This design comes from an exercise in tuning for small area, a short achievable clock period and few clock cycles per item on the open sky130 flow, not from production work. At most, simulation tests tie the RTL to the original design; equivalence was not proved. Power figures rest on the tool's default switching activity, not on a simulated workload.

Design modular_exponentiation_unit, start of the top module:
module modular_exponentiation_unit
#(
    parameter int VALUE_WIDTH = 32
) (
    input  wire logic                   i_clk,
    input  wire logic                   i_rst_n,
    input  wire logic                   i_start,
    input  wire logic [VALUE_WIDTH-1:0] i_base_value,
    input  wire logic                   i_is_last,
    output logic                        o_busy,
    output logic                        o_done,
    output logic [VALUE_WIDTH-1:0]      o_power_value,
    output logic                        o_last_out,
    input  wire logic                   i_cfg_we,
    input  wire logic [modexp_pkg::CFG_IDX_W-1:0]  i_cfg_index,
    input  wire logic [modexp_pkg::CFG_DATA_W-1:0] i_cfg_data
);
    localparam int W = VALUE_WIDTH;
    logic [W-1:0] r_exponent, r_modulus, exponent;
    logic         r_exp_rst;    
    always_ff @(posedge i_clk) begin
        if (!i_rst_n) begin
            r_modulus  <= modexp_pkg::MODULUS_RESET[W-1:0];
        end else if (i_cfg_we && i_cfg_index == modexp_pkg::CFG_MODULUS) begin
            r_modulus  <= i_cfg_data[W-1:0];
        end
  ...
Size in the first run: about 180 flip-flops, ~110 I/O pins, about 0.014 sq mm of cells after synthesis.
==> flow/config.mk <==
export PLATFORM = sky130hd
export DESIGN_NAME = modular_exponentiation_unit
export DESIGN_NICKNAME = modular_exponentiation_unit
export VERILOG_FILES = /design/flow/design.v
export SDC_FILE = /design/flow/constraint.sdc
export NUM_CORES = 4
export LEC_CHECK = 0
export CAP_MARGIN = 20
export CORE_MARGIN = 2
export CORE_UTILIZATION = 40
export SETUP_SLACK_MARGIN = 4.75
export SLEW_MARGIN = 20
==> flow/constraint.sdc <==
create_clock -name core_clock -period 9.0 [get_ports {i_clk}]
set_input_delay 1.8000 -clock core_clock [delete_from_list [all_inputs] [get_ports {i_clk}]]
set_output_delay 1.8000 -clock core_clock [all_outputs]
set_load 0.01 [all_outputs]
standard.sh (not shown) runs the stock make flow with config.mk's settings and CLKGATE_MAP_FILE= SYNTH_SCRIPT=/design/flow/synth_recipe.tcl, a recipe that flattens the netlist after the stock synthesis.
==> flow/flow/run.sh <==
#!/bin/bash
# the standard layout, with the port buffers made from the smallest buffer cell
set -euo pipefail
export BUFFER_PORTS_ARGS="-buffer_cell sky130_fd_sc_hd__buf_1"
bash standard.sh > standard.log 2>&1
The first run finished with timing, DRC and antenna clean.
Next try:
--- a/flow/config.mk
+++ b/flow/config.mk
@@ -11 +11 @@
-export SETUP_SLACK_MARGIN = 4.75
+export SETUP_SLACK_MARGIN = 4.5
First-iteration DRC count falls by 11%.
Final area falls by 2.6%.
Wire length falls by 3.9%.
Sequential power stays flat.
Count of clock-buffer cells in the layout is unchanged.
Final cell count falls by 0.57%.
No functional check of the RTL was part of any run of this note.

---

Another version of the RTL of modular_exponentiation_unit (not shown whole).
Size: about 1500 cells after synthesis, about 180 flip-flops, ~110 I/O pins.
// modular_exponentiation_unit
module modular_exponentiation_unit
#(
    parameter int VALUE_WIDTH = 32
) (
    input  wire logic                   i_clk,
    input  wire logic                   i_rst_n,
    input  wire logic                   i_start,
    input  wire logic [VALUE_WIDTH-1:0] i_base_value,
    input  wire logic                   i_is_last,
    output logic                        o_busy,
    output logic                        o_done,
    output logic [VALUE_WIDTH-1:0]      o_power_value,
    output logic                        o_last_out,
    input  wire logic                   i_cfg_we,
    input  wire logic [modexp_pkg::CFG_IDX_W-1:0]  i_cfg_index,
    input  wire logic [modexp_pkg::CFG_DATA_W-1:0] i_cfg_data
);
    localparam int W = VALUE_WIDTH;
    logic [W-1:0] r_exponent, r_modulus, exponent;
    logic         r_exp_rst;    
    always_ff @(posedge i_clk) begin
        if (!i_rst_n) begin
  ...
clock: 9.0 ns
lec_check: 0
cap_margin: 20
core_margin: 2
core_utilization: 40
place_density: 0.5
setup_slack_margin: 4.75
slew_margin: 20
Scripts as last shown in full above: flow/flow/run.sh
Testbench counts at the start, summed over its fixed seeds: cycles 365,233, items 256.
Edit:
--- a/flow/config.mk
+++ b/flow/config.mk
@@ -11 +10,0 @@
-export PLACE_DENSITY = 0.5
@@ -13,0 +13 @@
+export TNS_END_PERCENT = 20
The new run ran to the end with no violations.
Design area goes down by 2.8%.
Setup slack improved by 0.064 ns.
Global-route usage decreases by 1.1 points.
Clock-buffer cell count fell by 3.
Edit:
--- a/flow/config.mk
+++ b/flow/config.mk
@@ -10 +10 @@
-export CORE_UTILIZATION = 40
+export CORE_UTILIZATION = 30
@@ -13 +12,0 @@
-export TNS_END_PERCENT = 20
The changed run completed without violations.
Non-clock buffer count went up by 20.
Core utilization went down by 9.5 points.
Clock skew went down by 0.0051 ns.
Power went up by 1.3%.
Wire length went up by 8.2%.
Cell count went up by 8.0%.
Edit:
--- a/flow/config.mk
+++ b/flow/config.mk
@@ -10,2 +10,4 @@
-export CORE_UTILIZATION = 30
-export SETUP_SLACK_MARGIN = 4.75
+export CORE_UTILIZATION = 40
+export CTS_CLUSTER_DIAMETER = 150
+export CTS_CLUSTER_SIZE = 40
+export SETUP_SLACK_MARGIN = 4.5
Power came out lower slightly.
Routed wire length goes down by a little under a tenth.
Count of clock-buffer cells in the layout fell by 2.
Die area falls by a quarter to a third.
Sequential cell count is unchanged.

---

Setup of tundra:
modular_exponentiation_unit again, from the RTL that the note above started with.
export LEC_CHECK = 0
export CAP_MARGIN = 20
export CORE_MARGIN = 2
export CORE_UTILIZATION = 40
export SETUP_SLACK_MARGIN = 5
export SLEW_MARGIN = 20
create_clock -name core_clock -period 9.0 [get_ports {i_clk}]
Scripts as last shown in full above: flow/flow/run.sh
Testbench counts of tundra, summed over its fixed seeds: cycles 365,233, items 256.
Edits applied to the flow inputs when going from tundra to amber:
- a change of SETUP_SLACK_MARGIN from 5 to 4.75
- When amber is set beside tundra, its global-route track usage on met2 turns out to be 1.7 points smaller.
- | global-route usage | amber vs tundra | 0.84 points lower |
- The higher number of global-route vias before repair came out of tundra.
- Between amber and tundra, the difference in post-route clock skew is negligible.
- Looking at maximum achievable frequency across both flows, amber is the weaker of the two, with tundra ahead.
- met3 layer usage reported by global route of amber is on par with tundra.
- Summary: with tundra as the reference, internal power summed over all cells in amber moved down slightly.
- On amber: total power after layout is 0.025 mW lower than what tundra gave.
- The higher part of the power in the clock network of amber and tundra is in amber.
Here is what was changed in the inputs of quartz compared with amber.
- PLACE_DENSITY_LB_ADDON: unset -> 0.2
### Flow results
amber | stages: all done | timing, DRC, antenna: all pass. quartz finished end to end and its layout was clean on timing, DRC and antenna. quartz vs. amber: post-cts resize count went up by 12. Total global-route track usage, amber and quartz: lower on amber. Diff amber and quartz: via density per instance higher in quartz. Critical path depth delta for quartz relative to amber: 1 higher. In the flow results for amber and quartz, the fraction of met3 tracks used by global routing is smaller on amber.

[port drivers added, routing unchanged]
How much do the figures lean on ideal ports? The routed layouts below were timed once more, with nothing changed but the port constraints. Step 1 sets driving cells, clkbuf_16 on the clock port and buf_2 on the other inputs (assumed; they add their load-dependent delay and slew). Step 2 also shifts input and output timing later by t, the mid clock arrival at the registers, as if the neighbouring blocks saw the same clock. a / b / c = ideal ports / drivers / drivers and shift; a / b = the first two.
run | shift t [ns] | setup slack, ns | worst data-port slew with drivers (ns) | pins driven straight from the clock port
the first run of note 1 | 0.491 | 4.761 / 4.761 / 4.761 | 0.04 | 1
the second run of note 1 | 0.497 | 4.674 / 4.674 / 4.674 | 0.04 | 1
the first run of note 2 | 0.506 | 4.788 / 4.788 / 4.788 | 0.04 | 1
the second run of note 2 | 0.514 | 4.852 / 4.852 / 4.852 | 0.05 | 1
the third run of note 2 | 0.511 | 4.777 / 4.777 / 4.777 | 0.05 | 1
the fourth run of note 2 | 0.508 | 4.681 / 4.681 / 4.681 | 0.05 | 1
tundra | 0.515 | 4.889 / 4.889 / 4.889 | 0.05 | 1
amber | 0.514 | 4.863 / 4.863 / 4.863 | 0.05 | 1
quartz | 0.506 | 4.792 / 4.792 / 4.792 | 0.05 | 1
After both steps setup and hold are still met in every run listed.
